Context: an optimization exercise on an open-source flow, tuned for small area, a short achievable clock period and few clock cycles. The choices shown serve that exercise and are no tape-out recipe.
The RTL was checked by simulation tests, not by an equivalence proof against the original design.
Power and IR drop assume default switching activity.

==> flow/design.v <==
`timescale 1ns / 1ps
package toeq_pkg;
  localparam int FIELD_TIME_W = 40;
  localparam int KIND_W       = 3;
  localparam int IDENT_W      = 16;
  localparam int LINE_W       = 8;
  localparam int OCC_W        = 7;
  localparam int STATUS_W     = 3;
  localparam int APB_ADDR_W = 4;
  localparam int APB_DATA_W = 64;
  localparam logic [APB_ADDR_W-1:0] REG_HORIZON_ADDR = 4'h0;
  typedef enum logic {
    REQ_INSERT = 1'b0,
    REQ_PULL   = 1'b1
  } req_type_t;
  typedef enum logic [STATUS_W-1:0] {
    ST_INSERTED     = 3'd0,
    ST_DROP_HORIZON = 3'd1,
    ST_DROP_FULL    = 3'd2,
    ST_PULLED       = 3'd3,
    ST_END_EVENT    = 3'd4
  } status_t;
  typedef struct packed {
    logic [KIND_W-1:0]  kind;
    logic [IDENT_W-1:0] ident;
    logic [LINE_W-1:0]  line;
  } event_tag_t;
  typedef struct packed {
    logic load_new;
    logic shift_prev;
    logic shift_next;
  } cell_ctrl_t;
endpackage
`timescale 1ns / 1ps
import toeq_pkg::*;
module toeq_gt #(
  parameter int W = 40
) (
  input  logic [W-1:0] a,
  input  logic [W-1:0] b,
  output logic         gt
);
  localparam int LV = $clog2(W) + 1;
  logic [W-1:0] g [LV];
  logic [W-1:0] p [LV];
  assign g[0] = a & ~b;
  assign p[0] = a | ~b;
  for (genvar l = 1; l < LV; l++) begin : g_lvl
    for (genvar k = 0; k < W; k++) begin : g_node
      localparam int SPAN = 1 << l;
      localparam int LO   = (k / SPAN) * SPAN;
      localparam int MI   = LO + SPAN / 2;
      if (k == LO && MI < W) begin : g_pair
        assign g[l][k] = g[l-1][MI] | (p[l-1][MI] & g[l-1][LO]);
        assign p[l][k] = p[l-1][MI] & p[l-1][LO];
      end else if (k == LO) begin : g_pass
        assign g[l][k] = g[l-1][LO];
        assign p[l][k] = p[l-1][LO];
      end else begin : g_unused
        assign g[l][k] = 1'b0;
        assign p[l][k] = 1'b0;
      end
    end
  end
  assign gt = g[LV-1][0];
endmodule
module toeq_cell #(
  parameter int TIME_BITS = 40,
  parameter int TAG_W     = 27
) (
  input  logic                 clk,
  input  logic                 sel_hold,
  input  logic                 sel_prev,
  input  logic                 sel_next,
  input  logic                 sel_new,
  input  logic [TIME_BITS-1:0] new_time,
  input  logic [TAG_W-1:0]     new_tag,
  input  logic [TIME_BITS-1:0] prev_time,
  input  logic [TAG_W-1:0]     prev_tag,
  input  logic [TIME_BITS-1:0] next_time,
  input  logic [TAG_W-1:0]     next_tag,
  output logic [TIME_BITS-1:0] cell_time,
  output logic [TAG_W-1:0]     cell_tag
);
  always_ff @(posedge clk) begin
    cell_time <= ({TIME_BITS{sel_hold}} & cell_time) | ({TIME_BITS{sel_prev}} & prev_time)
               | ({TIME_BITS{sel_next}} & next_time) | ({TIME_BITS{sel_new}}  & new_time);
    cell_tag  <= ({TAG_W{sel_hold}} & cell_tag) | ({TAG_W{sel_prev}} & prev_tag)
               | ({TAG_W{sel_next}} & next_tag) | ({TAG_W{sel_new}}  & new_tag);
  end
endmodule
`timescale 1ns / 1ps
import toeq_pkg::*;
module time_ordered_event_queue #(
  parameter int QUEUE_DEPTH = 64,
  parameter int TIME_BITS   = 40
) (
  input  logic                  clk,
  input  logic                  rst,
  input  logic                    req_valid,
  output logic                    req_ready,
  input  logic                    req_type,
  input  logic [FIELD_TIME_W-1:0] req_event_time,
  input  logic [KIND_W-1:0]       req_event_kind,
  input  logic [IDENT_W-1:0]      req_event_ident,
  input  logic [LINE_W-1:0]       req_line_number,
  output logic                    rsp_valid,
  input  logic                    rsp_ready,
  output logic [STATUS_W-1:0]     rsp_status,
  output logic [FIELD_TIME_W-1:0] rsp_out_time,
  output logic [KIND_W-1:0]       rsp_out_kind,
  output logic [IDENT_W-1:0]      rsp_out_ident,
  output logic [LINE_W-1:0]       rsp_out_line,
  output logic [OCC_W-1:0]        rsp_occupancy,
  input  logic                  psel,
  input  logic                  penable,
  input  logic                  pwrite,
  input  logic [APB_ADDR_W-1:0] paddr,
  input  logic [APB_DATA_W-1:0] pwdata,
  output logic [APB_DATA_W-1:0] prdata,
  output logic                  pready
);
  localparam int N     = QUEUE_DEPTH;
  localparam int CNT_W = $clog2(QUEUE_DEPTH + 1);
  localparam int TAG_W = KIND_W + IDENT_W + LINE_W;
  localparam int RES_W = STATUS_W + FIELD_TIME_W + TAG_W + OCC_W;
  logic [TIME_BITS-1:0] horizon;
  assign pready = 1'b1;
  always_ff @(posedge clk) begin
    if (rst) begin
      horizon <= '0;
    end else if (psel && penable && pwrite && (paddr == REG_HORIZON_ADDR)) begin
      horizon <= TIME_BITS'(pwdata[FIELD_TIME_W-1:0]);
    end
  end
  always_comb begin
    prdata = '0;
    if (paddr == REG_HORIZON_ADDR) begin
      prdata = APB_DATA_W'(FIELD_TIME_W'(horizon));
    end
  end
  logic a_valid, b_valid, skid_valid;
  logic exec_b, adv_a, accept;
  assign exec_b    = b_valid && !skid_valid;
  assign adv_a     = a_valid && (!b_valid || !skid_valid);
  assign req_ready = !a_valid || !b_valid || !skid_valid;
  assign accept    = req_valid && req_ready;
  always_ff @(posedge clk) begin
    if (rst) begin
      a_valid <= 1'b0;
      b_valid <= 1'b0;
    end else begin
      a_valid <= accept || (a_valid && !adv_a);
      b_valid <= adv_a || (b_valid && !exec_b);
    end
  end
  logic                 a_pull;
  logic [TIME_BITS-1:0] a_time;
  logic [TAG_W-1:0]     a_tag;
  always_ff @(posedge clk) begin
    if (accept) begin
      a_pull <= req_type;
      a_time <= TIME_BITS'(req_event_time);
      a_tag  <= {req_event_kind, req_event_ident, req_line_number};
    end
  end
  logic                 b_pull;
  logic [TIME_BITS-1:0] b_time;
  logic [TAG_W-1:0]     b_tag;
  logic                 b_past;
  logic [N-1:0]         b_after;
  logic                 a_past;
  logic [N-1:0]         a_after;
  assign a_past = (a_time >= horizon);
  always_ff @(posedge clk) begin
    if (adv_a) begin
      b_pull  <= a_pull;
      b_time  <= a_time;
      b_tag   <= a_tag;
      b_past  <= a_past;
      b_after <= a_after;
    end
  end
  logic [CNT_W-1:0] count;
  logic [N-1:0]     occ;
  logic             is_full, is_empty, do_insert, do_pull;
  logic [CNT_W-1:0] count_next;
  assign is_full   = occ[N-1];
  assign is_empty  = !occ[0];
  assign do_insert = exec_b && !b_pull && !b_past && !is_full;
  assign do_pull   = exec_b && b_pull && !is_empty;
  always_comb begin
    count_next = count;
    if (do_insert) begin
      count_next = count + CNT_W'(1);
    end else if (do_pull) begin
      count_next = count - CNT_W'(1);
    end
  end
  always_ff @(posedge clk) begin
    if (rst) begin
      count <= '0;
      occ   <= '0;
    end else if (do_insert) begin
      count <= count_next;
      occ   <= {occ[N-2:0], 1'b1};
    end else if (do_pull) begin
      count <= count_next;
      occ   <= {1'b0, occ[N-1:1]};
    end
  end
  logic [N-1:0] sel_hold, sel_prev, sel_next, sel_new;
  for (genvar i = 0; i < N; i++) begin : g_sel
    logic ap;
    if (i == 0) begin : g_head
      assign ap = 1'b0;
    end else begin : g_body
      assign ap = b_after[i-1];
    end
    assign sel_prev[i] = do_insert && ap;
    assign sel_new[i]  = do_insert && b_after[i] && !ap;
    assign sel_next[i] = do_pull;
    assign sel_hold[i] = !do_pull && !(do_insert && b_after[i]);
  end
  logic [TIME_BITS-1:0] cell_time [N];
  logic [TAG_W-1:0]     cell_tag  [N];
  for (genvar i = 0; i < N; i++) begin : g_cell
    logic [TIME_BITS-1:0] prev_time, next_time;
    logic [TAG_W-1:0]     prev_tag,  next_tag;
    if (i == 0) begin : g_head
      assign prev_time = b_time;
      assign prev_tag  = b_tag;
    end else begin : g_body
      assign prev_time = cell_time[i-1];
      assign prev_tag  = cell_tag[i-1];
    end
    if (i == N - 1) begin : g_tail
      assign next_time = cell_time[i];
      assign next_tag  = cell_tag[i];
    end else begin : g_inner
      assign next_time = cell_time[i+1];
      assign next_tag  = cell_tag[i+1];
    end
    toeq_cell #(
      .TIME_BITS(TIME_BITS),
      .TAG_W    (TAG_W)
    ) u_cell (
      .clk      (clk),
      .sel_hold (sel_hold[i]),
      .sel_prev (sel_prev[i]),
      .sel_next (sel_next[i]),
      .sel_new  (sel_new[i]),
      .new_time (b_time),
      .new_tag  (b_tag),
      .prev_time(prev_time),
      .prev_tag (prev_tag),
      .next_time(next_time),
      .next_tag (next_tag),
      .cell_time(cell_time[i]),
      .cell_tag (cell_tag[i])
    );
  end
  logic [N-1:0] raw;
  logic         new_gt;
  for (genvar i = 0; i < N; i++) begin : g_cmp
    logic gt;
    toeq_gt #(.W(TIME_BITS)) u_gt (.a(cell_time[i]), .b(a_time), .gt(gt));
    assign raw[i] = !occ[i] || gt;
  end
  toeq_gt #(.W(TIME_BITS)) u_gt_new (.a(b_time), .b(a_time), .gt(new_gt));
  for (genvar i = 0; i < N; i++) begin : g_adj
    logic rp, rn;
    if (i == 0) begin : g_head
      assign rp = 1'b0;
    end else begin : g_body
      assign rp = raw[i-1];
    end
    if (i == N - 1) begin : g_tail
      assign rn = 1'b1;
    end else begin : g_inner
      assign rn = raw[i+1];
    end
    assign a_after[i] = (sel_hold[i] && raw[i]) || (sel_prev[i] && rp)
                     || (sel_next[i] && rn) || (sel_new[i] && new_gt);
  end
  logic [STATUS_W-1:0]     ex_status;
  logic [FIELD_TIME_W-1:0] ex_time;
  logic [TAG_W-1:0]        ex_tag;
  always_comb begin
    ex_status = ST_INSERTED;
    ex_time   = '0;
    ex_tag    = '0;
    if (b_pull) begin
      if (is_empty) begin
        ex_status = ST_END_EVENT;
        ex_time   = FIELD_TIME_W'(horizon);
      end else begin
        ex_status = ST_PULLED;
        ex_time   = FIELD_TIME_W'(cell_time[0]);
        ex_tag    = cell_tag[0];
      end
    end else if (b_past) begin
      ex_status = ST_DROP_HORIZON;
    end else if (is_full) begin
      ex_status = ST_DROP_FULL;
    end
  end
  logic [RES_W-1:0] ex_res;
  logic [RES_W-1:0] skid_res;
  logic [RES_W-1:0] out_res;
  logic             out_free;
  assign ex_res   = {ex_status, ex_time, ex_tag, OCC_W'(count_next)};
  assign out_free = !rsp_valid || rsp_ready;
  always_ff @(posedge clk) begin
    if (rst) begin
      rsp_valid  <= 1'b0;
      skid_valid <= 1'b0;
    end else if (out_free) begin
      rsp_valid  <= skid_valid || exec_b;
      skid_valid <= 1'b0;
    end else if (exec_b) begin
      skid_valid <= 1'b1;
    end
  end
  always_ff @(posedge clk) begin
    if (out_free) begin
      out_res <= skid_valid ? skid_res : ex_res;
    end
    if (!out_free && exec_b) begin
      skid_res <= ex_res;
    end
  end
  assign {rsp_status, rsp_out_time, rsp_out_kind, rsp_out_ident, rsp_out_line, rsp_occupancy} = out_res;
endmodule
==> flow/run.sh <==
#!/bin/bash
# synth_recipe.tcl (not shown) runs the flow's synth.tcl, then flattens the netlist and writes it again
# the make line also repeats each setting of config.mk as NAME=value (left out here)
make -C /OpenROAD-flow-scripts/flow DESIGN_CONFIG=/design/flow/config.mk WORK_HOME=/design/flow/orfs CLKGATE_MAP_FILE= SYNTH_SCRIPT=/design/flow/synth_recipe.tcl finish
==> flow/config.mk <==
export PLATFORM = sky130hd
export DESIGN_NAME = time_ordered_event_queue
export DESIGN_NICKNAME = time_ordered_event_queue
export VERILOG_FILES = /design/flow/design.v
export SDC_FILE = /design/flow/constraint.sdc
export NUM_CORES = 8
export LEC_CHECK = 0
export ABC_CLOCK_PERIOD_IN_PS = 3300
export CAP_MARGIN = 20
export CORE_MARGIN = 2
export CORE_UTILIZATION = 35
export PLACE_DENSITY = 0.42
export SETUP_SLACK_MARGIN = 3.0
export SLEW_MARGIN = 20
export TNS_END_PERCENT = 100
==> flow/constraint.sdc <==
create_clock -name core_clock -period 6.5 [get_ports {clk}]
set_input_delay 1.3000 -clock core_clock [delete_from_list [all_inputs] [get_ports {clk}]]
set_output_delay 1.3000 -clock core_clock [all_outputs]
set_load 0.01 [all_outputs]
==> flow_metrics.env, run 1 <==
export IMPL_status="no timing/DRC/antenna violations"
export IMPL_antenna_found_initial=154
export IMPL_end_kind="flip-flop"
export IMPL_min_delay_worst_endpoint="b_tag[24]"
export IMPL_clkSinkCount=4758
export IMPL_die_area_mm2=0.705
export IMPL_layout_cells_most_common_list="nand3_1 (5451), nand2_1 (4518), dfxtp_1 (4399)"
export IMPL_hold_class="reg2reg"
export IMPL_holdPathStages=0
export IMPL_ioPinCount=287
export IMPL_worstSkewPairLatency_ns=1.17
export IMPL_yosysWarnings=7
export IMPL_port_buffers=237
export IMPL_drive_above_1_share_pct=10.6
export IMPL_worst_pin_slew_ns=1.30
export IMPL_crit_fanout=8
export IMPL_cap_violations=0
export IMPL_r2r_start="a_time[7]"
export IMPL_synth_edf_count=355
export IMPL_fp_row_count=306
export IMPL_avgViaCountPerCell=6.90
export IMPL_fillers=71000
export IMPL_cp_arrival_ns=4.76
export IMPL_relSlewSlack_pct=13.3
export IMPL_gr_total_overflow=0
export IMPL_clockBufferDepth=4
export IMPL_fp_dieH_um=840
export IMPL_async_flop_share_pct=0
export IMPL_synth_area_per_cell_um2=7.93
export IMPL_ys_ff_latch=4758
export IMPL_holdCritStartpoint="a_tag[24]"
export IMPL_synthCells=30800
export IMPL_clk_pin_slew_ns=0.06
export IMPL_start_util_pct=35.2
export IMPL_drt_antenna_violating_nets=0
export IMPL_design_area_mm2=0.287
export IMPL_reg2regPathDepth=15
export IMPL_cts_max_level=6
export IMPL_flow_area_growth_from_synthesis_pct=17.2
export IMPL_setup_tns_ns=0
export IMPL_finClkSkew_ns=0.0377
export IMPL_critPathKind="reg2reg"
export IMPL_grt_use_total_pct=39.7
export IMPL_drt_wl_total_mm=1510
export IMPL_cts_buffers=605
export IMPL_mostFrequentLayoutCell="nand3_1"
export IMPL_yosys_most_used_dff="dfxtp_1"
export IMPL_critPathLaunchType="flip-flop"
export IMPL_fmaxAchievable_mhz=258
export IMPL_gp_congestion=0.966
export IMPL_hold_violations=0
export IMPL_dpl_cell_area_mm2=0.255
export IMPL_drcViolationCount=0
export IMPL_cts_root_buf="clkbuf_16"
export IMPL_grt_first_pass_wirelength_mm=2040
export IMPL_p_total_uw=92400
export IMPL_seq_area_frac_synth_pct=40.4
export IMPL_drv_slew=0
export IMPL_core_mm2=0.695
export IMPL_rsz0062_at_grt="yes"
export IMPL_hpwl_mm=961
export IMPL_grt_max_degree=190
export IMPL_synthesis_area_mm2=0.244
export IMPL_dieWidth_um=840
export IMPL_drt_iter0_drc=41600
export IMPL_setup_viol_count_final=0
export IMPL_setup_ws_ns=2.62
export IMPL_cts_tree="done"
export IMPL_ys_types=93
export IMPL_ir_worst_vdd_v=0.000301
export IMPL_p_leak_uw=0.103
export IMPL_regToRegEndpoint="b_after[44]"
export IMPL_r2r_setup_slack_ns=2.62
export IMPL_finalNetCount=29800
export IMPL_vias=272000
export IMPL_fin_crit_sh_pct=59.6
export IMPL_grt_pass1_vias=256000
export IMPL_post_place_ws_ns=1.58
export IMPL_first_pass_iters=14
export IMPL_powerDensity_mw_per_mm2=323
export IMPL_worst_ep_required_time_ns=7.38
export IMPL_period_minus_slack_ns=3.88
export IMPL_post_drt_wl_per_cell_um=38.1
critical path: stages (launching register included):
cell	delay (ns)
edfxtp_1	0.43
buf_12	0.22
buf_12	0.14
buf_12	0.14
clkbuf_16	0.22
o21ai_0	0.12
a22oi_1	0.18
maj3_2	0.28
a31oi_4	0.14
o21ai_4	0.35
and2_4	0.25
nor2_4	0.06
buf_12	0.20
buf_16	0.21
a222oi_1	0.42
o31ai_1	0.13
cell families (layout without fill, tap and decap cells):
family	count (synthesis)	in the layout	synth area share [%]
AO/OA/AOI/OAI	9364	9365	28.7
XOR/XNOR	6	6	0.0215
adder cells (fa/ha/maj)	398	398	1.68
buffers and inverters	4645	3920	7.26
flip-flops	4758	4758	40.4
multiplexers	113	113	0.500
other	2	148	0.00307
AND/OR/NAND/NOR	11500	11500	21.4
state kept, by name, indices dropped and copies added, names as in the netlist:
name / flops
b_time: 40
count: 7
a_valid: 1
g_cell.u_cell.cell_time: 2560
a_pull: 1
skid_res: 77
out_res: 77
horizon: 40
b_past: 1
a_time: 40
skid_valid: 1
rsp_valid: 1
occ: 64
b_after: 64
g_cell.u_cell.cell_tag: 1728
b_pull: 1
a_tag: 27
b_valid: 1
b_tag: 27
power breakdown:
group | switching (uW) | total (uW) | internal, uW
Clock | 14600 | 34700 | 20100
Sequential | 7160 | 41700 | 34600
Combinational | 9630 | 16000 | 6420
cell usage after synthesis (all sizes together), types with 49 or more instances:
master / n / area (um2)
o311ai: 478 / 4190
a21oi: 925 / 4630
nor2: 629 / 2370
inv: 1186 / 4450
buf: 570 / 2450
nor3: 107 / 536
a22oi: 3959 / 29700
a21o: 71 / 533
o221a: 49 / 552
dfxtp: 4403 / 88100
o21ai: 523 / 2620
o211ai: 1018 / 7640
nand2: 4582 / 17200
and2: 109 / 682
a2bb2oi: 82 / 718
a211oi: 73 / 548
o22ai: 444 / 2780
nand2b: 224 / 1400
a22o: 118 / 1030
a221oi: 95 / 838
o21bai: 53 / 398
a311oi: 68 / 596
clkbuf: 2883 / 10800
nor2b: 167 / 1040
maj3: 356 / 3570
a222oi: 874 / 8750
mux2: 72 / 811
edfxtp: 355 / 10700
o221ai: 144 / 1260
nand3: 5463 / 27300
worst max-delay path by stage:
| stage | cells after the start | to | from |
|---|---|---|---|
| after global placement | 11 | b_after[44] | a_time[21] |
| after floorplan | 2 | skid_res[0] | rsp_ready |
| after CTS | 13 | b_after[34] | a_time[19] |
| after detailed placement | 10 | b_after[44] | a_time[27] |
| final | 15 | b_after[44] | a_time[7] |
| after global routing | 13 | b_after[35] | a_time[7] |
area by class of cell:
cell class / instances / area (um2) / area share, %
clock inverters: 128 / 1260 / 0.440
clock buffers: 959 / 18400 / 6.43
inverters: 1192 / 4980 / 1.74
repair buffers: 1635 / 19300 / 6.72
repair inverters: 6 / 57.6 / 0.0201
well taps: 9240 / 11600 / 4.04
multi-input cells: 21500 / 132000 / 46.0
diodes: 123 / 308 / 0.107
flip-flops and latches: 4758 / 98800 / 34.5
per-stage QoR:
step	hold WS [ns]	util (%)	std cells
2_1_floorplan	0.400	-	30800
6_report	0.415	41.2	39500
4_1_cts	0.417	40.6	39200
3_5_place_dp	0.405	36.7	37800
5_1_grt	0.417	41.2	39400
3_3_place_gp	0.402	36.7	37800
repair_timing:
action / CTS / global route
hold buffers: 0 / 0
hold endpoints to repair: 0 / 0
pin swaps: 187 / 267
cloned: 71 / 37
gates resized for setup: 863 / 424
setup buffers: 269 / 142
setup endpoints to repair: 2230 / 1573
routing by layer:
layer  global-route usage, %  share of wire, %  vias up
met3                    11.3                11     3726
met5                   0.366             0.072        -
li1                        -                 -   114000
met2                    60.0                43    16400
met4                    22.5               6.8       68
met1                    50.7                39   138000
Testbench counts, summed over its fixed seeds: cycles 32,024.
==> run 2, diff against run 1 <==
--- a/flow/design.v
+++ b/flow/design.v
@@ -40,29 +40,38 @@
   input  logic [W-1:0] b,
   output logic         gt
 );
-  localparam int LV = $clog2(W) + 1;
-  logic [W-1:0] g [LV];
-  logic [W-1:0] p [LV];
-  assign g[0] = a & ~b;
-  assign p[0] = a | ~b;
-  for (genvar l = 1; l < LV; l++) begin : g_lvl
-    for (genvar k = 0; k < W; k++) begin : g_node
-      localparam int SPAN = 1 << l;
-      localparam int LO   = (k / SPAN) * SPAN;
-      localparam int MI   = LO + SPAN / 2;
-      if (k == LO && MI < W) begin : g_pair
-        assign g[l][k] = g[l-1][MI] | (p[l-1][MI] & g[l-1][LO]);
-        assign p[l][k] = p[l-1][MI] & p[l-1][LO];
-      end else if (k == LO) begin : g_pass
-        assign g[l][k] = g[l-1][LO];
-        assign p[l][k] = p[l-1][LO];
-      end else begin : g_unused
-        assign g[l][k] = 1'b0;
-        assign p[l][k] = 1'b0;
-      end
+  localparam int N1 = (W + 3) / 4;
+  localparam int N2 = (N1 + 3) / 4;
+  logic [4*N1-1:0] g0, p0;
+  logic [4*N2-1:0] g1, p1;
+  logic [3:0]      g2, p2;
+  assign g0 = (4*N1)'(a & ~b);
+  assign p0 = {{(4*N1-W){1'b1}}, a | ~b};
+  for (genvar k = 0; k < 4 * N2; k++) begin : g_l1
+    if (k < N1) begin : g_grp
+      logic [3:0] g, p;
+      assign g = g0[4*k +: 4];
+      assign p = p0[4*k +: 4];
+      assign g1[k] = g[3] | (p[3] & g[2]) | (p[3] & p[2] & g[1]) | (p[3] & p[2] & p[1] & g[0]);
+      assign p1[k] = &p;
+    end else begin : g_pad
+      assign g1[k] = 1'b0;
+      assign p1[k] = 1'b1;
+    end
+  end
+  for (genvar k = 0; k < 4; k++) begin : g_l2
+    if (k < N2) begin : g_grp
+      logic [3:0] g, p;
+      assign g = g1[4*k +: 4];
+      assign p = p1[4*k +: 4];
+      assign g2[k] = g[3] | (p[3] & g[2]) | (p[3] & p[2] & g[1]) | (p[3] & p[2] & p[1] & g[0]);
+      assign p2[k] = &p;
+    end else begin : g_pad
+      assign g2[k] = 1'b0;
+      assign p2[k] = 1'b1;
     end
   end
-  assign gt = g[LV-1][0];
+  assign gt = g2[3] | (p2[3] & g2[2]) | (p2[3] & p2[2] & g2[1]) | (p2[3] & p2[2] & p2[1] & g2[0]);
 endmodule
 module toeq_cell #(
   parameter int TIME_BITS = 40,
@@ -139,31 +148,19 @@
       prdata = APB_DATA_W'(FIELD_TIME_W'(horizon));
     end
   end
-  logic a_valid, b_valid, skid_valid;
-  logic exec_b, adv_a, accept;
+  logic b_valid, skid_valid;
+  logic exec_b, accept;
   assign exec_b    = b_valid && !skid_valid;
-  assign adv_a     = a_valid && (!b_valid || !skid_valid);
-  assign req_ready = !a_valid || !b_valid || !skid_valid;
+  assign req_ready = !b_valid || !skid_valid;
   assign accept    = req_valid && req_ready;
   always_ff @(posedge clk) begin
     if (rst) begin
-      a_valid <= 1'b0;
       b_valid <= 1'b0;
     end else begin
-      a_valid <= accept || (a_valid && !adv_a);
-      b_valid <= adv_a || (b_valid && !exec_b);
+      b_valid <= accept || (b_valid && !exec_b);
     end
   end
-  logic                 a_pull;
   logic [TIME_BITS-1:0] a_time;
-  logic [TAG_W-1:0]     a_tag;
-  always_ff @(posedge clk) begin
-    if (accept) begin
-      a_pull <= req_type;
-      a_time <= TIME_BITS'(req_event_time);
-      a_tag  <= {req_event_kind, req_event_ident, req_line_number};
-    end
-  end
   logic                 b_pull;
   logic [TIME_BITS-1:0] b_time;
   logic [TAG_W-1:0]     b_tag;
@@ -171,12 +168,13 @@
   logic [N-1:0]         b_after;
   logic                 a_past;
   logic [N-1:0]         a_after;
+  assign a_time = TIME_BITS'(req_event_time);
   assign a_past = (a_time >= horizon);
   always_ff @(posedge clk) begin
-    if (adv_a) begin
-      b_pull  <= a_pull;
+    if (accept) begin
+      b_pull  <= req_type;
       b_time  <= a_time;
-      b_tag   <= a_tag;
+      b_tag   <= {req_event_kind, req_event_ident, req_line_number};
       b_past  <= a_past;
       b_after <= a_after;
     end
@@ -185,10 +183,27 @@
   logic [N-1:0]     occ;
   logic             is_full, is_empty, do_insert, do_pull;
   logic [CNT_W-1:0] count_next;
-  assign is_full   = occ[N-1];
-  assign is_empty  = !occ[0];
-  assign do_insert = exec_b && !b_pull && !b_past && !is_full;
-  assign do_pull   = exec_b && b_pull && !is_empty;
+  assign is_full  = occ[N-1];
+  assign is_empty = !occ[0];
+  logic             out_free;
+  logic             skid_next, b_valid_next, pull_next, past_next, exec_next;
+  logic [N-1:0]     occ_next;
+  assign out_free     = !rsp_valid || rsp_ready;
+  assign skid_next    = !rst && !out_free && (skid_valid || exec_b);
+  assign b_valid_next = !rst && (accept || (b_valid && !exec_b));
+  assign pull_next    = accept ? req_type : b_pull;
+  assign past_next    = accept ? a_past : b_past;
+  assign exec_next    = b_valid_next && !skid_next;
+  assign occ_next = rst       ? '0
+                  : do_insert ? {occ[N-2:0], 1'b1}
+                  : do_pull   ? {1'b0, occ[N-1:1]}
+                  : occ;
+  assign ins_next = exec_next && !pull_next && !past_next && !occ_next[N-1];
+  assign pul_next = exec_next && pull_next && occ_next[0];
+  always_ff @(posedge clk) begin
+    do_insert <= ins_next;
+    do_pull   <= pul_next;
+  end
   always_comb begin
     count_next = count;
     if (do_insert) begin
@@ -200,27 +215,28 @@
   always_ff @(posedge clk) begin
     if (rst) begin
       count <= '0;
-      occ   <= '0;
-    end else if (do_insert) begin
-      count <= count_next;
-      occ   <= {occ[N-2:0], 1'b1};
-    end else if (do_pull) begin
+    end else begin
       count <= count_next;
-      occ   <= {1'b0, occ[N-1:1]};
     end
+    occ <= occ_next;
   end
   logic [N-1:0] sel_hold, sel_prev, sel_next, sel_new;
+  logic [N-1:0] after_next;
+  logic         ins_next, pul_next;
+  assign after_next = accept ? a_after : b_after;
+  assign sel_next   = {N{do_pull}};
   for (genvar i = 0; i < N; i++) begin : g_sel
     logic ap;
     if (i == 0) begin : g_head
       assign ap = 1'b0;
     end else begin : g_body
-      assign ap = b_after[i-1];
+      assign ap = after_next[i-1];
+    end
+    always_ff @(posedge clk) begin
+      sel_prev[i] <= ins_next && ap;
+      sel_new[i]  <= ins_next && after_next[i] && !ap;
+      sel_hold[i] <= !pul_next && !(ins_next && after_next[i]);
     end
-    assign sel_prev[i] = do_insert && ap;
-    assign sel_new[i]  = do_insert && b_after[i] && !ap;
-    assign sel_next[i] = do_pull;
-    assign sel_hold[i] = !do_pull && !(do_insert && b_after[i]);
   end
   logic [TIME_BITS-1:0] cell_time [N];
   logic [TAG_W-1:0]     cell_tag  [N];
@@ -308,9 +324,7 @@
   logic [RES_W-1:0] ex_res;
   logic [RES_W-1:0] skid_res;
   logic [RES_W-1:0] out_res;
-  logic             out_free;
   assign ex_res   = {ex_status, ex_time, ex_tag, OCC_W'(count_next)};
-  assign out_free = !rsp_valid || rsp_ready;
   always_ff @(posedge clk) begin
     if (rst) begin
       rsp_valid  <= 1'b0;
==> flow/config.mk (replaced) <==
export PLATFORM = sky130hd
export DESIGN_NAME = time_ordered_event_queue
export DESIGN_NICKNAME = time_ordered_event_queue
export VERILOG_FILES = /design/flow/design.v
export SDC_FILE = /design/flow/constraint.sdc
export NUM_CORES = 8
export LEC_CHECK = 0
export CAP_MARGIN = 20
export CORE_MARGIN = 2
export CORE_UTILIZATION = 50
export CTS_CLUSTER_DIAMETER = 100
export CTS_CLUSTER_SIZE = 20
export PLACE_DENSITY = 0.6
export SETUP_SLACK_MARGIN = 3.0
export SLEW_MARGIN = 20
export TNS_END_PERCENT = 100
==> run 2 against run 1 <==
  * Routed wire length down 16%
  * Sequential power up 8.4%
  * Utilization up 14 points
  * Final area down 7.3%
  * Largest cell class unchanged
  * Largest power group unchanged
  * Synthesized cell count down 6.8%
  * Critical endpoint is now prdata[6]
  * Register-to-register slack better by 0.28 ns
  * Combinational power up 3%
  * Final cell count down 14%
  * Fmax up 0.27%
  * Worst setup slack better by 0.010 ns
  * Critical path type is now in2out
==> flow_metrics.env, run 2 <==
export IMPL_end_kind="output port"
export IMPL_r2r_setup_slack_ns=2.90
export IMPL_flow_area_growth_from_synthesis_pct=9.62
export IMPL_cts_root_buf="clkbuf_16"
export IMPL_drt_antenna_violating_nets=0
export IMPL_start_util_pct=50.2
export IMPL_largest_register="g_cell.u_cell.cell_time"
export IMPL_netlist_top_cell_by_area="dfxtp_1"
export IMPL_clk_pin_slew_ns=0.08
export IMPL_vias=258000
export IMPL_place_inst=33000
export IMPL_drcViolationCount=0
export IMPL_synthCells=28700
export IMPL_port_buffers=237
export IMPL_grt_use_total_pct=47.2
export IMPL_synth_xor_area_share_pct=0.0217
export IMPL_drt_iter0_drc=45000
export IMPL_grt_max_degree=249
export IMPL_status="no timing/DRC/antenna violations"
export IMPL_synth_top_family_by_area="compound AO/OA/AOI/OAI gates"
export IMPL_synth_commonest_cells="a22oi_1 (8417), dfxtp_1 (4660), nand2_1 (4608)"
export IMPL_reg_top3="g_cell.u_cell.cell_time (2560), g_cell.u_cell.cell_tag (1728)"
export IMPL_yosys_top_cells_area="dfxtp_1 (38%), a22oi_1 (26%), nand2_1 (7.1%), clkbuf_1 (3.7%), edfxtp_1 (2.7%)"
export IMPL_worst_pin_slew_ns=1.31
export IMPL_cpLargestDelayFamily="buffers and inverters"
export IMPL_hold_class="reg2reg"
export IMPL_fin_crit_sh_pct=59.5
export IMPL_synthesis_area_mm2=0.242
export IMPL_finalNetCount=27400
export IMPL_seqCellArea_mm2=0.100
export IMPL_drv_slew=0
export IMPL_fin_cells=33900
export IMPL_gr_total_overflow=0
export IMPL_grt_pass1_vias=235000
export IMPL_critPathLaunchType="input pin"
export IMPL_ys_types=120
export IMPL_hold_buffers=0
export IMPL_cap_violations=0
export IMPL_hold_violations=0
export IMPL_critical_path_max_stage_delay_ns=0.29
export IMPL_critPathMostFrequentCell="buf_6"
export IMPL_hpwl_mm=824
export IMPL_drt_wl_total_mm=1270
export IMPL_rsz0062_at_grt="yes"
export IMPL_design_area_mm2=0.266
export IMPL_cp_slowest_cell="nor4_4"
export IMPL_fp_dieH_um=700
export IMPL_die_area_mm2=0.490
export IMPL_first_pass_iters=14
export IMPL_ioPinCount=287
export IMPL_synth_most_common_cell="a22oi_1"
export IMPL_cp_arrival_ns=2.56
export IMPL_finClkSkew_ns=0.0731
export IMPL_fmaxAchievable_mhz=259
export IMPL_critPathKind="in2out"
export IMPL_antenna_found_initial=138
export IMPL_multi_input_area_mm2=0.131
export IMPL_mostFrequentLayoutCell="a22oi_1"
export IMPL_setup_tns_ns=0
export IMPL_path_buf_inv=7
export IMPL_worst_ep_required_time_ns=5.20
export IMPL_p_leak_uw=0.104
export IMPL_cts_buffers=283
export IMPL_dpl_cell_area_mm2=0.249
export IMPL_gp_congestion=1.08
export IMPL_cts_max_level=5
export IMPL_seq_area_frac_synth_pct=41.2
export IMPL_yosys_most_used_dff="dfxtp_1"
export IMPL_crit_fanout=6
export IMPL_async_flop_share_pct=0
export IMPL_dieWidth_um=700
export IMPL_drive_above_1_share_pct=9.00
export IMPL_synth_compound_area_share_pct=37.1
export IMPL_clockBufferDepth=4
export IMPL_layout_cells_most_common_list="a22oi_1 (8416), nand2_1 (4599), dfxtp_1 (4464)"
export IMPL_grt_first_pass_wirelength_mm=1730
export IMPL_relSlewSlack_pct=12.7
export IMPL_avgViaCountPerCell=7.63
export IMPL_synthMuxAreaShare_pct=0.744
export IMPL_cts_tree="done"
export IMPL_synth_area_per_cell_um2=8.44
export IMPL_yosysWarnings=4
export IMPL_cp_cell_sequence="buf_6 -> nor4_4 -> buf_4 -> buf_6 -> buf_6 -> buf_12 -> buf_12 -> and2_4 -> buf_6"
export IMPL_fp_row_count=255
export IMPL_synth_top_area_share_pct=38.5
export IMPL_core_mm2=0.483
export IMPL_ir_worst_vdd_v=0.000264
export IMPL_setup_viol_count_final=0
export IMPL_worstSkewPairLatency_ns=1.08
export IMPL_synth_edf_count=221
export IMPL_largest_register_ff_count=2560
export IMPL_fillers=45400
export IMPL_clkSinkCount=4881
export IMPL_powerDensity_mw_per_mm2=306
export IMPL_ys_ff_latch=4881
export IMPL_whs_ns=0.482
export IMPL_yosys_area_share_simple_pct=13.0
export IMPL_period_minus_slack_ns=3.86
export IMPL_post_drt_wl_per_cell_um=37.4
export IMPL_synth_fa_ha_area_share_pct=1.56
## run 2: changes by cell type after synthesis, sizes merged, moves of 411 or more
cell | before | now
o311ai | 478 | 23
o211ai | 1018 | 106
a222oi | 874 | 279
nand3 | 5463 | 107
nor2b | 167 | 578
clkbuf | 2883 | 2376
a22oi | 3959 | 8417
## run 2: power breakdown
part	switching, uW	internal [uW]
Clock	11400	8400
Sequential	9200	36000
Combinational	9500	6870
Total	30100	51300
## run 2: repair_timing
action,4_1_cts,5_1_grt
pin swaps,54,143
gates cloned,20,50
buffers inserted,95,149
endpoints found under the setup margin,496,985
gates resized for setup,640,563
## run 2: area by class of cell
class                           instances  area share [%]
Timing Repair Buffer                 1310            5.59
Sequential cell                      4881            37.7
Inverter                              807            1.34
Antenna cell                          170           0.160
Clock inverter                         27           0.171
Clock buffer                          358            2.84
Timing Repair inverter                  6          0.0245
Tap cell                             6425            3.03
Multi-Input combinational cell      19900            49.1
## run 2: layer usage
layer	vias to the layer above	routed length (um)	GRT usage, %
met1	127000	451000	58.1
li1	106000	-	-
met2	20000	513000	67.8
met5	-	968	0
met3	5399	174000	15.9
met4	56	126000	36.5
## run 2: kinds of logic (layout without fill, tap and decap cells)
family	Yosys count	after routing
other	2	195
AOI/OAI and AO/OA	12200	12200
and+or+nand+nor	7134	7136
xor gates and xnor gates	6	6
muxes	171	171
buffers and inverters	3986	2508
adders and majority gates	366	366
DFF	4881	4881
## run 2: worst paths after layout
path | startpoint | end | depth (start not counted)
setup / recovery | paddr[1] | prdata[6] | 9
hold / removal | g_cell[58].u_cell.cell_tag[18] | g_cell[59].u_cell.cell_tag[18] | 2
setup reg to reg | do_pull | g_cell[44].u_cell.cell_tag[25] | 5
hold reg to reg | g_cell[58].u_cell.cell_tag[18] | g_cell[59].u_cell.cell_tag[18] | 2
## run 2: metrics by stage
step	util, %	power [uW]	worst slack (ns)
6_report	55.0	81400	2.64
5_1_grt	55.0	83800	2.63
4_1_cts	53.9	79300	2.72
2_1_floorplan	-	52000	2.11
3_5_place_dp	51.5	59900	0.569
3_3_place_gp	51.5	59500	0.567
## run 2: worst min-delay path: stages (launching register included)
cell and delay (ns):
dfxtp_1 0.35, a22oi_1 0.07, nand2_1 0.05
Testbench counts of run 2, summed over its fixed seeds: cycles 32,016.
==> run 3, diff against run 2 <==
==> flow/flow/run.sh (new file) <==
#!/bin/bash
# The standard layout (standard.sh, with config.mk's settings) plus two
# changes: the APB address and read-data pins sit together on the die's edge
# (io.tcl, read where the floorplan step reads IO_CONSTRAINTS), and the port
# buffers are buf_4 cells instead of the delay buffers buffer_ports would pick.
set -euo pipefail
work=$(pwd)
bash standard.sh \
  "IO_CONSTRAINTS=$work/flow/io.tcl" \
  "BUFFER_PORTS_ARGS=-buffer_cell sky130_fd_sc_hd__buf_4" \
  finish > "$work/standard.log" 2>&1
==> flow/flow/io.tcl (new file) <==
set_io_pin_constraint -group -order -pin_names {paddr[0] paddr[1] paddr[2] paddr[3] prdata[0] prdata[1] prdata[2] prdata[3] prdata[4] prdata[5] prdata[6] prdata[7] prdata[8] prdata[9] prdata[10] prdata[11] prdata[12] prdata[13] prdata[14] prdata[15] prdata[16] prdata[17] prdata[18] prdata[19] prdata[20] prdata[21] prdata[22] prdata[23] prdata[24] prdata[25] prdata[26] prdata[27] prdata[28] prdata[29] prdata[30] prdata[31] prdata[32] prdata[33] prdata[34] prdata[35] prdata[36] prdata[37] prdata[38] prdata[39]}
==> flow/standard.sh (new file) <==
#!/bin/bash
# synth_recipe.tcl (not shown) runs the flow's synth.tcl, then flattens the netlist and writes it again
# the make line also repeats each setting of config.mk as NAME=value (left out here)
make -C /OpenROAD-flow-scripts/flow DESIGN_CONFIG=/design/flow/config.mk WORK_HOME=/design/flow/orfs CLKGATE_MAP_FILE= SYNTH_SCRIPT=/design/flow/synth_recipe.tcl "${@:-finish}"
removed: flow/run.sh
==> run 3 against run 2 <==
  * Worst setup slack better by 0.099 ns
  * Combinational power is 2% lower
  * Area after synthesis stayed put
  * First-iteration DRC count is 7.9% lower
  * Non-clock buffer count is 55 higher
  * Clock skew is 0.015 ns lower
  * Sequential share of layout area is 0.050 points higher
  * Via count is 1.2% lower
  * Hold slack worse by 0.062 ns
  * Largest cell class unchanged
==> flow_metrics.env, run 3 <==
export IMPL_p_sw_uw=29300
export IMPL_setup_viol_count_final=0
export IMPL_powerDensity_mw_per_mm2=304
export IMPL_whs_ns=0.421
export IMPL_hold_buffers=0
export IMPL_met3_usage_pct=13.9
export IMPL_p_int_uw=51300
export IMPL_clkPwrFrac_pct=24.8
export IMPL_comb_power_share_pct=19.9
export IMPL_largest_register_ff_count=2560
export IMPL_drt_antenna_violating_nets=0
export IMPL_cp_arrival_ns=4.77
export IMPL_ys_ff_latch=4881
export IMPL_rsz0062_at_grt="yes"
export IMPL_end_kind="flip-flop"
export IMPL_hpwl_mm=814
export IMPL_start_util_pct=50.2
export IMPL_synth_area_per_cell_um2=8.44
export IMPL_hold_violations=0
export IMPL_gp_congestion=1.04
export IMPL_grt_pass1_vias=236000
export IMPL_worst_pin_slew_ns=1.30
export IMPL_netlist_top_cell_by_area="dfxtp_1"
export IMPL_yosys_most_used_dff="dfxtp_1"
export IMPL_fin_crit_sh_pct=57.9
export IMPL_cts_root_buf="clkbuf_16"
export IMPL_synth_most_common_cell="a22oi_1"
export IMPL_layout_cells_most_common_list="a22oi_1 (8414), nand2_1 (4601), dfxtp_1 (4464)"
export IMPL_mostFrequentLayoutCell="a22oi_1"
export IMPL_first_pass_iters=16
export IMPL_worst_ep_required_time_ns=7.51
export IMPL_busiest_layer="met2"
export IMPL_critPathKind="in2reg"
export IMPL_core_mm2=0.483
export IMPL_swShare_pct=36.3
export IMPL_synth_commonest_cells="a22oi_1 (8417), dfxtp_1 (4660), nand2_1 (4608)"
export IMPL_drive_above_1_share_pct=9.81
export IMPL_yosysWarnings=4
export IMPL_fillers=45500
export IMPL_fmaxAchievable_mhz=266
export IMPL_synthesis_area_mm2=0.242
export IMPL_cts_tree="done"
export IMPL_drt_wl_total_mm=1230
export IMPL_crit_fanout=18
export IMPL_grt_max_degree=198
export IMPL_async_flop_share_pct=0
export IMPL_r2r_setup_slack_ns=2.75
export IMPL_avgViaCountPerCell=7.55
export IMPL_reg_top3="g_cell.u_cell.cell_time (2560), g_cell.u_cell.cell_tag (1728)"
export IMPL_yosys_top_cells_area="dfxtp_1 (38%), a22oi_1 (26%), nand2_1 (7.1%), clkbuf_1 (3.7%), edfxtp_1 (2.7%)"
export IMPL_critPathLaunchType="input pin"
export IMPL_ioPinCount=287
export IMPL_p_total_uw=80700
export IMPL_seqCellArea_mm2=0.100
export IMPL_die_area_mm2=0.490
export IMPL_drcViolationCount=0
export IMPL_dieWidth_um=700
export IMPL_fp_row_count=255
export IMPL_met2_usage_pct=68.7
export IMPL_seqPwrFrac_pct=55.3
export IMPL_antenna_found_initial=105
export IMPL_fp_dieH_um=700
export IMPL_synthCells=28700
export IMPL_grt_use_total_pct=47.0
export IMPL_flow_area_growth_from_synthesis_pct=9.43
export IMPL_finalNetCount=27400
export IMPL_post_drt_wl_per_cell_um=36.5
export IMPL_relSlewSlack_pct=13.2
export IMPL_ys_types=120
export IMPL_grt_first_pass_wirelength_mm=1720
export IMPL_drv_slew=0
export IMPL_worstSkewPairLatency_ns=1.07
export IMPL_seq_area_frac_synth_pct=41.2
export IMPL_p_leak_uw=0.104
export IMPL_ir_worst_vdd_v=0.000247
export IMPL_cap_violations=0
export IMPL_cts_max_level=5
export IMPL_cts_buffers=286
export IMPL_final_core_util_pct=55.0
export IMPL_clkSinkCount=4881
export IMPL_synth_edf_count=221
export IMPL_vias=255000
export IMPL_gr_total_overflow=0
export IMPL_period_minus_slack_ns=3.77
export IMPL_setup_tns_ns=0
export IMPL_drt_iter0_drc=41400
export IMPL_status="no timing/DRC/antenna violations"
export IMPL_port_buffers=237
export IMPL_clockBufferDepth=4
export IMPL_finClkSkew_ns=0.0585
export IMPL_multi_input_area_mm2=0.130
export IMPL_grt_use_met1_pct=58.7
export IMPL_synth_top_area_share_pct=38.5
export IMPL_clk_pin_slew_ns=0.09
export IMPL_largest_register="g_cell.u_cell.cell_time"
export IMPL_hold_class="in2reg"
run 3: cell count changes in the layout (fill, tap and decap cells not counted), sizes merged:
cell / delta
buf: +224
bufbuf: +6
clkdlybuf4s15: -5
clkdlybuf4s50: -151
nand2b: -1
bufinv: +2
clkinvlp: +1
clkbuf: -31
clkinv: +17
inv: -7
diode: -93
nor2: +1
dlygate4sd2: -1
run 3: cells by family after synthesis:
group           count (synthesis)  share of synthesized area, %
fa+ha+maj                     366                          1.56
other cells                     2                       0.00310
compound gates              12200                          37.1
flops                        4881                          41.2
simple gates                 7134                          13.0
mux                           171                         0.744
xor+xnor                        6                        0.0217
buf+inv                      3986                          6.37
run 3: what timing repair did:
action / in CTS / in global routing
endpoints found under the setup margin: 296 / 274
setup buffers: 115 / 130
pin swaps: 79 / 117
resized for setup: 554 / 430
gates cloned: 28 / 29
run 3: worst paths after layout:
check,start,endpoint,cells after the start
hold / removal,req_event_kind[2],b_tag[26],1
setup reg to reg,b_time[2],sel_new[4],16
hold reg to reg,g_cell[21].u_cell.cell_tag[1],g_cell[22].u_cell.cell_tag[1],2
setup / recovery,req_event_time[39],sel_new[36],13
run 3: critical path: stages:
cell and delay (ns):
buf_16 0.18, nor2b_1 0.26, nor4_4 0.33, and3_4 0.31, and3_4 0.30, o31ai_4 0.20
buf_4 0.19, buf_6 0.11, a31oi_4 0.73, nor3b_2 0.12, a31oi_2 0.25, and2_4 0.24
nor2b_1 0.13
run 3: power groups by stage:
stage | Sequential [uW] | Clock, uW | Combinational, uW
after detailed placement | 44800 | 0 | 14600
final | 44600 | 20000 | 16000
after global placement | 44800 | 0 | 14200
after global routing | 45100 | 21000 | 17200
after floorplan | 41200 | 0 | 10800
after CTS | 44100 | 20000 | 15100
run 3: per-layer routing:
| metal | wire (um) | share of wire [%] |
|---|---|---|
| met5 | 665 | 0.054 |
| met4 | 113000 | 9.2 |
| met3 | 156000 | 13 |
| met2 | 514000 | 42 |
| met1 | 451000 | 37 |
run 3: area by class of cell:
class / count / share of cell area (%)
Inverter: 807 / 1.36
Clock buffer: 345 / 2.82
Tap cell: 6425 / 3.03
Multi-Input combinational cell: 19900 / 49.2
Clock inverter: 43 / 0.276
Antenna cell: 77 / 0.0726
Timing Repair Buffer: 1365 / 5.48
Sequential cell: 4881 / 37.8
Timing Repair inverter: 3 / 0.0108
run 3: through the flow:
stage / cell area [um2] / worst slack (ns) / cells
5_1_grt: 265000 / 2.75 / 33800
3_3_place_gp: 249000 / 0.862 / 33100
6_report: 265000 / 2.73 / 33800
4_1_cts: 261000 / 2.90 / 33600
2_1_floorplan: 244000 / 2.11 / 28800
3_5_place_dp: 249000 / 0.899 / 33100
==> run 4, diff against run 3 <==
--- a/flow/config.mk
+++ b/flow/config.mk
@@ -11,6 +11,6 @@
 export CTS_CLUSTER_DIAMETER = 100
 export CTS_CLUSTER_SIZE = 20
 export PLACE_DENSITY = 0.6
-export SETUP_SLACK_MARGIN = 3.0
+export SETUP_SLACK_MARGIN = 3.3
 export SLEW_MARGIN = 20
 export TNS_END_PERCENT = 100
==> run 4 against run 3 <==
  * Clock skew is 0.014 ns lower
  * Clock power is 2% lower
  * Worst setup slack better by 0.053 ns
  * Synthesized cell count stayed put
  * Via count is 3.2% lower
  * Global-route usage is 4.8 points lower
  * Critical endpoint is now prdata[2]
  * Largest power group unchanged
==> flow_metrics.env, run 4 <==
export IMPL_mostFrequentLayoutCell="a22oi_1"
export IMPL_post_drt_wl_per_cell_um=32.6
export IMPL_r2r_setup_slack_ns=3.01
export IMPL_flow_area_growth_from_synthesis_pct=12.4
export IMPL_yosys_top_cells_area="dfxtp_1 (38%), a22oi_1 (26%), nand2_1 (7.1%), clkbuf_1 (3.7%), edfxtp_1 (2.7%)"
export IMPL_drv_slew=0
export IMPL_min_delay_worst_endpoint="b_tag[14]"
export IMPL_drcViolationCount=0
export IMPL_seq_area_frac_synth_pct=41.2
export IMPL_regToRegEndpoint="sel_hold[26]"
export IMPL_cts_max_level=5
export IMPL_setup_ws_ns=2.79
export IMPL_holdCritStartpoint="req_event_ident[6]"
export IMPL_synthCells=28700
export IMPL_status="no timing/DRC/antenna violations"
export IMPL_fmaxAchievable_mhz=269
export IMPL_relSlewSlack_pct=16.4
export IMPL_hold_buffers=0
export IMPL_yosys_most_used_dff="dfxtp_1"
export IMPL_largest_register="g_cell.u_cell.cell_time"
export IMPL_yosysWarnings=4
export IMPL_reg2regPathDepth=14
export IMPL_seqCellArea_mm2=0.100
export IMPL_netlist_top_cell_by_area="dfxtp_1"
export IMPL_cp_arrival_ns=2.41
export IMPL_setup_viol_count_final=0
export IMPL_synth_most_common_cell="a22oi_1"
export IMPL_cts_root_buf="clkbuf_16"
export IMPL_ys_ff_latch=4881
export IMPL_die_area_mm2=0.490
export IMPL_critPathMostFrequentCell="buf_6"
export IMPL_worstSkewPairLatency_ns=1.03
export IMPL_vias=247000
export IMPL_end_kind="output port"
export IMPL_path_buf_inv=4
export IMPL_critPathLaunchType="input pin"
export IMPL_reg_top3="g_cell.u_cell.cell_time (2560), g_cell.u_cell.cell_tag (1728)"
export IMPL_rsz0062_at_grt="yes"
export IMPL_synth_edf_count=221
export IMPL_clkSinkCount=4881
export IMPL_worst_ep_required_time_ns=5.20
export IMPL_finalNetCount=27700
export IMPL_port_buffers=237
export IMPL_multi_input_area_mm2=0.134
export IMPL_post_place_ws_ns=0.844
export IMPL_cap_violations=0
export IMPL_gr_total_overflow=0
export IMPL_hpwl_mm=726
export IMPL_critical_path_max_stage_delay_ns=0.33
export IMPL_ioPinCount=287
export IMPL_avgViaCountPerCell=7.26
export IMPL_p_leak_uw=0.107
export IMPL_fillers=45200
export IMPL_synth_top_area_share_pct=38.5
export IMPL_synthesis_area_mm2=0.242
export IMPL_hold_violations=0
export IMPL_cts_tree="done"
export IMPL_gp_congestion=0.975
export IMPL_cp_slowest_cell="nor4_4"
export IMPL_fp_row_count=255
export IMPL_critPathKind="in2out"
export IMPL_grt_pass1_vias=235000
export IMPL_drt_wl_total_mm=1110
export IMPL_async_flop_share_pct=0
export IMPL_synth_commonest_cells="a22oi_1 (8417), dfxtp_1 (4660), nand2_1 (4608)"
export IMPL_synth_area_per_cell_um2=8.44
export IMPL_grt_use_total_pct=42.2
export IMPL_powerDensity_mw_per_mm2=294
export IMPL_antenna_found_initial=42
export IMPL_core_mm2=0.483
export IMPL_holdPathStages=1
export IMPL_ir_worst_vdd_v=0.000256
export IMPL_setup_tns_ns=0
export IMPL_crit_fanout=5
export IMPL_start_util_pct=50.2
export IMPL_grt_max_degree=217
export IMPL_cts_buffers=284
export IMPL_fin_crit_sh_pct=57.1
export IMPL_drt_antenna_violating_nets=0
export IMPL_r2r_start="b_time[20]"
export IMPL_clockBufferDepth=4
export IMPL_drt_iter0_drc=34500
export IMPL_layout_cells_most_common_list="a22oi_1 (8408), nand2_1 (4581), dfxtp_1 (4456)"
export IMPL_period_minus_slack_ns=3.71
export IMPL_finClkSkew_ns=0.0442
export IMPL_cpLargestDelayFamily="buffers and inverters"
export IMPL_clk_pin_slew_ns=0.08
export IMPL_largest_register_ff_count=2560
export IMPL_cp_cell_sequence="buf_6 -> nor4_4 -> buf_6 -> buf_12 -> and2_4 -> buf_6"
export IMPL_fp_dieH_um=700
export IMPL_dieWidth_um=700
export IMPL_worst_pin_slew_ns=1.25
export IMPL_ys_types=120
export IMPL_drive_above_1_share_pct=12.0
export IMPL_first_pass_iters=19
export IMPL_grt_first_pass_wirelength_mm=1590
export IMPL_hold_class="in2reg"
-- run 4: cell counts after synthesis --
Identical to the previous run, type by type.
-- run 4: where the power goes --
group          switching (uW)  internal, uW  leakage, uW
logic                    9120          7260       0.0630
registers                7960         36000       0.0402
clock network           11200          8420      0.00387
-- run 4: worst max path at each step --
| stage | end | depth (start not counted) | slack [ns] | from |
|---|---|---|---|---|
| floorplan | skid_res[0] | 2 | 2.11 | rsp_ready |
| global placement | sel_new[30] | 11 | 0.82 | req_event_time[18] |
| detailed placement | sel_new[37] | 11 | 0.84 | req_event_time[30] |
| CTS | prdata[2] | 6 | 2.87 | paddr[2] |
| global route | prdata[2] | 6 | 2.76 | paddr[1] |
| finish | prdata[2] | 6 | 2.79 | paddr[1] |
-- run 4: logic make-up (layout without fill, tap and decap cells) --
logic type | Yosys count | in the layout | share of synthesized area, %
flops | 4881 | 4881 | 41.2
simple gates | 7134 | 7134 | 13.0
fa+ha+maj | 366 | 366 | 1.56
xor+xnor | 6 | 6 | 0.0217
mux | 171 | 171 | 0.744
compound gates | 12200 | 12200 | 37.1
other cells | 2 | 53 | 0.00310
buf+inv | 3986 | 2839 | 6.37
-- run 4: metrics by stage --
stage	cell area, um2	total power [uW]	util, %	hold slack [ns]	cells
detailed placement	248000	58500	51.4	0.470	33000
floorplan	245000	52000	-	0.443	28800
CTS	267000	78800	55.3	0.406	33800
global route	272000	83100	56.4	0.436	34000
finish	272000	80000	56.4	0.472	34100
global placement	248000	58200	51.4	0.459	33000
-- run 4: area by class of cell --
cell class	instances	area share, %
Antenna cell	28	0.0257
Timing Repair inverter	20	0.0850
Inverter	807	1.37
Timing Repair Buffer	1636	6.81
Clock buffer	353	2.79
Clock inverter	23	0.127
Multi-Input combinational cell	19900	49.0
Sequential cell	4881	36.8
Tap cell	6425	2.95
-- run 4: timing repair --
action                     in CTS  in global routing
setup endpoints to repair     796                835
buffers inserted              384                179
hold endpoints to repair        0                  0
resized for setup            1207                605
pin swaps                     337                344
gates cloned                   78                 29
-- run 4: metal layers --
metal  vias to the layer above  track usage (%)  part of all wire (%)
li1                     106000                -                     -
met1                    124000             53.7                    38
met2                     13500             66.2                    44
met3                      3192             7.79                   9.5
met4                        20             26.7                   7.9
met5                         -                0                 0.013
==> run 5, diff against run 4 <==
--- a/flow/design.v
+++ b/flow/design.v
@@ -98,6 +98,33 @@
                | ({TAG_W{sel_next}} & next_tag) | ({TAG_W{sel_new}}  & new_tag);
   end
 endmodule
+module toeq_adjust #(
+  parameter int N = 64
+) (
+  input  logic [N-1:0] sel_hold,
+  input  logic [N-1:0] sel_prev,
+  input  logic [N-1:0] sel_next,
+  input  logic [N-1:0] sel_new,
+  input  logic [N-1:0] vec,
+  input  logic         new_gt,
+  output logic [N-1:0] moved
+);
+  for (genvar i = 0; i < N; i++) begin : g_bit
+    logic rp, rn;
+    if (i == 0) begin : g_head
+      assign rp = 1'b0;
+    end else begin : g_body
+      assign rp = vec[i-1];
+    end
+    if (i == N - 1) begin : g_tail
+      assign rn = 1'b1;
+    end else begin : g_inner
+      assign rn = vec[i+1];
+    end
+    assign moved[i] = (sel_hold[i] && vec[i]) || (sel_prev[i] && rp)
+                   || (sel_next[i] && rn) || (sel_new[i] && new_gt);
+  end
+endmodule
 `timescale 1ns / 1ps
 import toeq_pkg::*;
 module time_ordered_event_queue #(
@@ -148,33 +175,48 @@
       prdata = APB_DATA_W'(FIELD_TIME_W'(horizon));
     end
   end
-  logic b_valid, skid_valid;
-  logic exec_b, accept;
+  logic a_valid, b_valid, skid_valid;
+  logic exec_b, adv_a, accept;
+  logic b_valid_next, skid_next, out_free;
   assign exec_b    = b_valid && !skid_valid;
-  assign req_ready = !b_valid || !skid_valid;
+  assign adv_a     = a_valid;
+  assign req_ready = !b_valid_next || !skid_next;
   assign accept    = req_valid && req_ready;
   always_ff @(posedge clk) begin
-    if (rst) begin
-      b_valid <= 1'b0;
-    end else begin
-      b_valid <= accept || (b_valid && !exec_b);
-    end
+    a_valid <= !rst && accept;
+    b_valid <= b_valid_next;
   end
+  logic [TIME_BITS-1:0] in_time;
+  logic                 in_past;
+  logic [N-1:0]         in_vec;
+  logic                 in_ngt;
+  assign in_time = TIME_BITS'(req_event_time);
+  assign in_past = (in_time >= horizon);
+  logic                 a_pull;
   logic [TIME_BITS-1:0] a_time;
+  logic [TAG_W-1:0]     a_tag;
+  logic                 a_past;
+  logic [N-1:0]         a_vec;
+  logic                 a_ngt;
+  always_ff @(posedge clk) begin
+    a_pull <= req_type;
+    a_time <= in_time;
+    a_tag  <= {req_event_kind, req_event_ident, req_line_number};
+    a_past <= in_past;
+    a_vec  <= in_vec;
+    a_ngt  <= in_ngt;
+  end
   logic                 b_pull;
   logic [TIME_BITS-1:0] b_time;
   logic [TAG_W-1:0]     b_tag;
   logic                 b_past;
   logic [N-1:0]         b_after;
-  logic                 a_past;
   logic [N-1:0]         a_after;
-  assign a_time = TIME_BITS'(req_event_time);
-  assign a_past = (a_time >= horizon);
   always_ff @(posedge clk) begin
-    if (accept) begin
-      b_pull  <= req_type;
+    if (adv_a) begin
+      b_pull  <= a_pull;
       b_time  <= a_time;
-      b_tag   <= {req_event_kind, req_event_ident, req_line_number};
+      b_tag   <= a_tag;
       b_past  <= a_past;
       b_after <= a_after;
     end
@@ -185,14 +227,13 @@
   logic [CNT_W-1:0] count_next;
   assign is_full  = occ[N-1];
   assign is_empty = !occ[0];
-  logic             out_free;
-  logic             skid_next, b_valid_next, pull_next, past_next, exec_next;
+  logic             pull_next, past_next, exec_next;
   logic [N-1:0]     occ_next;
   assign out_free     = !rsp_valid || rsp_ready;
   assign skid_next    = !rst && !out_free && (skid_valid || exec_b);
-  assign b_valid_next = !rst && (accept || (b_valid && !exec_b));
-  assign pull_next    = accept ? req_type : b_pull;
-  assign past_next    = accept ? a_past : b_past;
+  assign b_valid_next = !rst && (adv_a || (b_valid && !exec_b));
+  assign pull_next    = adv_a ? a_pull : b_pull;
+  assign past_next    = adv_a ? a_past : b_past;
   assign exec_next    = b_valid_next && !skid_next;
   assign occ_next = rst       ? '0
                   : do_insert ? {occ[N-2:0], 1'b1}
@@ -223,7 +264,7 @@
   logic [N-1:0] sel_hold, sel_prev, sel_next, sel_new;
   logic [N-1:0] after_next;
   logic         ins_next, pul_next;
-  assign after_next = accept ? a_after : b_after;
+  assign after_next = adv_a ? a_after : b_after;
   assign sel_next   = {N{do_pull}};
   for (genvar i = 0; i < N; i++) begin : g_sel
     logic ap;
@@ -277,28 +318,23 @@
     );
   end
   logic [N-1:0] raw;
-  logic         new_gt;
+  logic         bn_gt, an_gt;
   for (genvar i = 0; i < N; i++) begin : g_cmp
     logic gt;
-    toeq_gt #(.W(TIME_BITS)) u_gt (.a(cell_time[i]), .b(a_time), .gt(gt));
+    toeq_gt #(.W(TIME_BITS)) u_gt (.a(cell_time[i]), .b(in_time), .gt(gt));
     assign raw[i] = !occ[i] || gt;
   end
-  toeq_gt #(.W(TIME_BITS)) u_gt_new (.a(b_time), .b(a_time), .gt(new_gt));
-  for (genvar i = 0; i < N; i++) begin : g_adj
-    logic rp, rn;
-    if (i == 0) begin : g_head
-      assign rp = 1'b0;
-    end else begin : g_body
-      assign rp = raw[i-1];
-    end
-    if (i == N - 1) begin : g_tail
-      assign rn = 1'b1;
-    end else begin : g_inner
-      assign rn = raw[i+1];
-    end
-    assign a_after[i] = (sel_hold[i] && raw[i]) || (sel_prev[i] && rp)
-                     || (sel_next[i] && rn) || (sel_new[i] && new_gt);
-  end
+  toeq_gt #(.W(TIME_BITS)) u_gt_b (.a(b_time), .b(in_time), .gt(bn_gt));
+  toeq_gt #(.W(TIME_BITS)) u_gt_a (.a(a_time), .b(in_time), .gt(an_gt));
+  assign in_ngt = a_valid ? an_gt : bn_gt;
+  toeq_adjust #(.N(N)) u_adj_in (
+    .sel_hold(sel_hold), .sel_prev(sel_prev), .sel_next(sel_next), .sel_new(sel_new),
+    .vec(raw), .new_gt(bn_gt), .moved(in_vec)
+  );
+  toeq_adjust #(.N(N)) u_adj_a (
+    .sel_hold(sel_hold), .sel_prev(sel_prev), .sel_next(sel_next), .sel_new(sel_new),
+    .vec(a_vec), .new_gt(a_ngt), .moved(a_after)
+  );
   logic [STATUS_W-1:0]     ex_status;
   logic [FIELD_TIME_W-1:0] ex_time;
   logic [TAG_W-1:0]        ex_tag;
--- a/flow/config.mk
+++ b/flow/config.mk
@@ -11,6 +11,6 @@
 export CTS_CLUSTER_DIAMETER = 100
 export CTS_CLUSTER_SIZE = 20
 export PLACE_DENSITY = 0.6
-export SETUP_SLACK_MARGIN = 3.3
+export SETUP_SLACK_MARGIN = 3.0
 export SLEW_MARGIN = 20
 export TNS_END_PERCENT = 100
==> run 5 against run 4 <==
  * Highest routed layer unchanged
  * Area after synthesis increased by 1.4%
  * Fmax down 1.8%
  * Largest cell class unchanged
  * Register-to-register slack worse by 0.04 ns
  * Power grew 2.9%
  * Final area is 4.1% lower
  * Sequential power is 6.1% higher
  * Hold slack got worse by 0.12 ns
  * Critical path depth grew 4
  * Via count up 2.6%
  * Synthesized cell count grew 1.2%
==> flow_metrics.env, run 5 <==
export IMPL_fp_dieH_um=705
export IMPL_worst_pin_slew_ns=1.26
export IMPL_p_int_uw=52700
export IMPL_clkSinkCount=5016
export IMPL_mostFrequentLayoutCell="a22oi_1"
export IMPL_reg2regPathDepth=12
export IMPL_cp_cell_sequence="clkbuf_8 -> inv_4 -> o221ai_1 -> or4_1 -> nor3_1 -> a32oi_1 -> nand3_1 -> a41o_1 -> a222oi_1 -> nand2_1"
export IMPL_cts_tree="done"
export IMPL_status="no timing/DRC/antenna violations"
export IMPL_path_buf_inv=2
export IMPL_gp_congestion=1.00
export IMPL_core_mm2=0.490
export IMPL_vias=254000
export IMPL_busiest_layer="met2"
export IMPL_dieWidth_um=705
export IMPL_cp_arrival_ns=4.74
export IMPL_flow_area_growth_from_synthesis_pct=6.27
export IMPL_yosys_top_cells_area="dfxtp_1 (39%), a22oi_1 (26%), nand2_1 (7.1%), clkbuf_1 (3.8%), edfxtp_1 (2.7%)"
export IMPL_fillers=47000
export IMPL_synthesis_area_mm2=0.246
export IMPL_drt_wl_total_mm=1210
export IMPL_synth_edf_count=221
export IMPL_first_pass_iters=12
export IMPL_worst_ep_required_time_ns=7.46
export IMPL_clkPwrFrac_pct=24.7
export IMPL_port_buffers=237
export IMPL_place_inst=33300
export IMPL_cts_root_buf="clkbuf_16"
export IMPL_avgViaCountPerCell=7.49
export IMPL_grt_first_pass_wirelength_mm=1720
export IMPL_synth_top_area_share_pct=39.1
export IMPL_ys_types=101
export IMPL_cp_slowest_cell="nor3_1"
export IMPL_fp_row_count=257
export IMPL_post_place_ws_ns=0.987
export IMPL_ys_ff_latch=5016
export IMPL_critPathLaunch="req_event_time[17]"
export IMPL_ir_worst_vdd_v=0.000284
export IMPL_clockBufferDepth=4
export IMPL_r2r_setup_slack_ns=2.97
export IMPL_post_drt_wl_per_cell_um=35.7
export IMPL_relSlewSlack_pct=15.5
export IMPL_min_delay_worst_endpoint="a_tag[15]"
export IMPL_reg_top3="g_cell.u_cell.cell_time (2560), g_cell.u_cell.cell_tag (1728)"
export IMPL_holdPathStages=1
export IMPL_p_sw_uw=29500
export IMPL_start_util_pct=50.2
export IMPL_synthCells=29100
export IMPL_yosysWarnings=4
export IMPL_multi_input_area_mm2=0.129
export IMPL_fin_cells=33900
export IMPL_critical_path_max_stage_delay_ns=0.81
export IMPL_critPathKind="in2reg"
export IMPL_end_kind="flip-flop"
export IMPL_fin_crit_sh_pct=58.1
export IMPL_seqPwrFrac_pct=56.8
export IMPL_gr_total_overflow=0
export IMPL_drt_iter0_drc=41500
export IMPL_clk_pin_slew_ns=0.09
export IMPL_finalNetCount=27400
export IMPL_cpLargestDelayFamily="simple AND/OR/NAND/NOR gates"
export IMPL_setup_viol_count_final=0
export IMPL_hold_buffers=0
export IMPL_grt_max_degree=212
export IMPL_setup_ws_ns=2.72
export IMPL_die_area_mm2=0.497
export IMPL_largest_register="g_cell.u_cell.cell_time"
export IMPL_setup_tns_ns=0
export IMPL_cts_max_level=5
export IMPL_r2r_start="b_time[35]"
export IMPL_cap_violations=0
export IMPL_p_total_uw=82300
export IMPL_powerDensity_mw_per_mm2=315
export IMPL_async_flop_share_pct=0
export IMPL_ioPinCount=287
export IMPL_drcViolationCount=0
export IMPL_seq_area_frac_synth_pct=41.8
export IMPL_yosys_most_used_dff="dfxtp_1"
export IMPL_antenna_found_initial=107
export IMPL_fmaxAchievable_mhz=265
export IMPL_finClkSkew_ns=0.0559
export IMPL_seqCellArea_mm2=0.103
export IMPL_synth_most_common_cell="a22oi_1"
export IMPL_met3_usage_pct=12.9
export IMPL_grt_use_met1_pct=59.8
export IMPL_comb_power_share_pct=18.5
export IMPL_hold_violations=0
export IMPL_hold_class="in2reg"
export IMPL_drv_slew=0
export IMPL_crit_fanout=30
export IMPL_rsz0062_at_grt="yes"
export IMPL_holdCritStartpoint="req_event_ident[7]"
export IMPL_synth_commonest_cells="a22oi_1 (8558), dfxtp_1 (4795), nand2_1 (4635)"
export IMPL_largest_register_ff_count=2560
export IMPL_grt_use_total_pct=45.8
export IMPL_whs_ns=0.348
export IMPL_critPathLaunchType="input pin"
export IMPL_regToRegEndpoint="a_vec[33]"
export IMPL_worstSkewPairLatency_ns=1.06
export IMPL_cts_buffers=292
export IMPL_drt_antenna_violating_nets=0
export IMPL_swShare_pct=35.9
export IMPL_layout_cells_most_common_list="a22oi_1 (8558), nand2_1 (4631), dfxtp_1 (4597)"
export IMPL_p_leak_uw=0.102
export IMPL_grt_pass1_vias=234000
export IMPL_synth_area_per_cell_um2=8.45
export IMPL_period_minus_slack_ns=3.78
export IMPL_met2_usage_pct=66.1
export IMPL_drive_above_1_share_pct=7.09
export IMPL_netlist_top_cell_by_area="dfxtp_1"
export IMPL_hpwl_mm=829
## run 5: final cells by class
| cell class | count | area share, % |
|---|---|---|
| Multi-Input combinational cell | 20100 | 49.3 |
| Clock inverter | 30 | 0.171 |
| Antenna cell | 55 | 0.0527 |
| Timing Repair Buffer | 1042 | 3.70 |
| Clock buffer | 389 | 3.02 |
| Sequential cell | 5016 | 39.5 |
| Inverter | 762 | 1.21 |
| Tap cell | 6475 | 3.10 |
## run 5: how the worst max path moves through the flow
stage / endpoint / slack (ns) / cells after the start
after floorplan: skid_res[0] / 2.11 / 2
after global placement: a_ngt / 1.01 / 11
after detailed placement: a_vec[60] / 0.99 / 12
after CTS: prdata[5] / 2.94 / 5
after global routing: prdata[6] / 2.92 / 5
final: a_vec[33] / 2.72 / 10
## run 5: metrics by stage
step / cell area (um2) / util (%)
floorplan: 246000 / -
global placement: 251000 / 51.2
detailed placement: 251000 / 51.2
CTS: 260000 / 53.1
global route: 261000 / 53.3
finish: 261000 / 53.3
## run 5: cell families after synthesis
family | Yosys count | synth area share [%]
adders and majority gates | 411 | 1.73
AOI/OAI and AO/OA | 12300 | 36.6
xor gates and xnor gates | 6 | 0.0214
DFF | 5016 | 41.8
and+or+nand+nor | 7225 | 12.9
other | 2 | 0.00306
buffers and inverters | 3998 | 6.27
muxes | 169 | 0.726
## run 5: worst reg2reg max path, cell delays in order, from the launching register on
cell and delay (ns):
edfxtp_1 0.43, buf_4 0.40, nor2b_1 0.30, a41oi_1 0.17
and3_1 0.18, o2bb2ai_1 0.13, maj3_1 0.45, a211oi_4 0.23
buf_12 0.16, nand2_4 0.07, buf_12 0.20, a222oi_1 0.58
nand2_1 0.11
## run 5: routing by layer
metal | up-vias | wire (um)
met5 | - | 1020
li1 | 106000 | -
met3 | 3879 | 153000
met1 | 126000 | 463000
met2 | 17500 | 497000
met4 | 66 | 93800
## run 5: power groups by stage
stage	Clock [uW]	Sequential (uW)	Combinational, uW
final	20300	46700	15200
after detailed placement	0	46800	14500
after CTS	20300	46200	14700
after global placement	0	46900	14200
after floorplan	0	42800	10900
after global routing	21300	47300	16600
## run 5: timing repair
| action | CTS | global route |
|---|---|---|
| buffers inserted | 28 | 17 |
| gates cloned | 1 | 6 |
| gates resized for setup | 186 | 177 |
| pin swaps | 9 | 21 |
| endpoints found under the setup margin | 106 | 204 |
Testbench counts of run 5, summed over its fixed seeds: cycles 32,024.
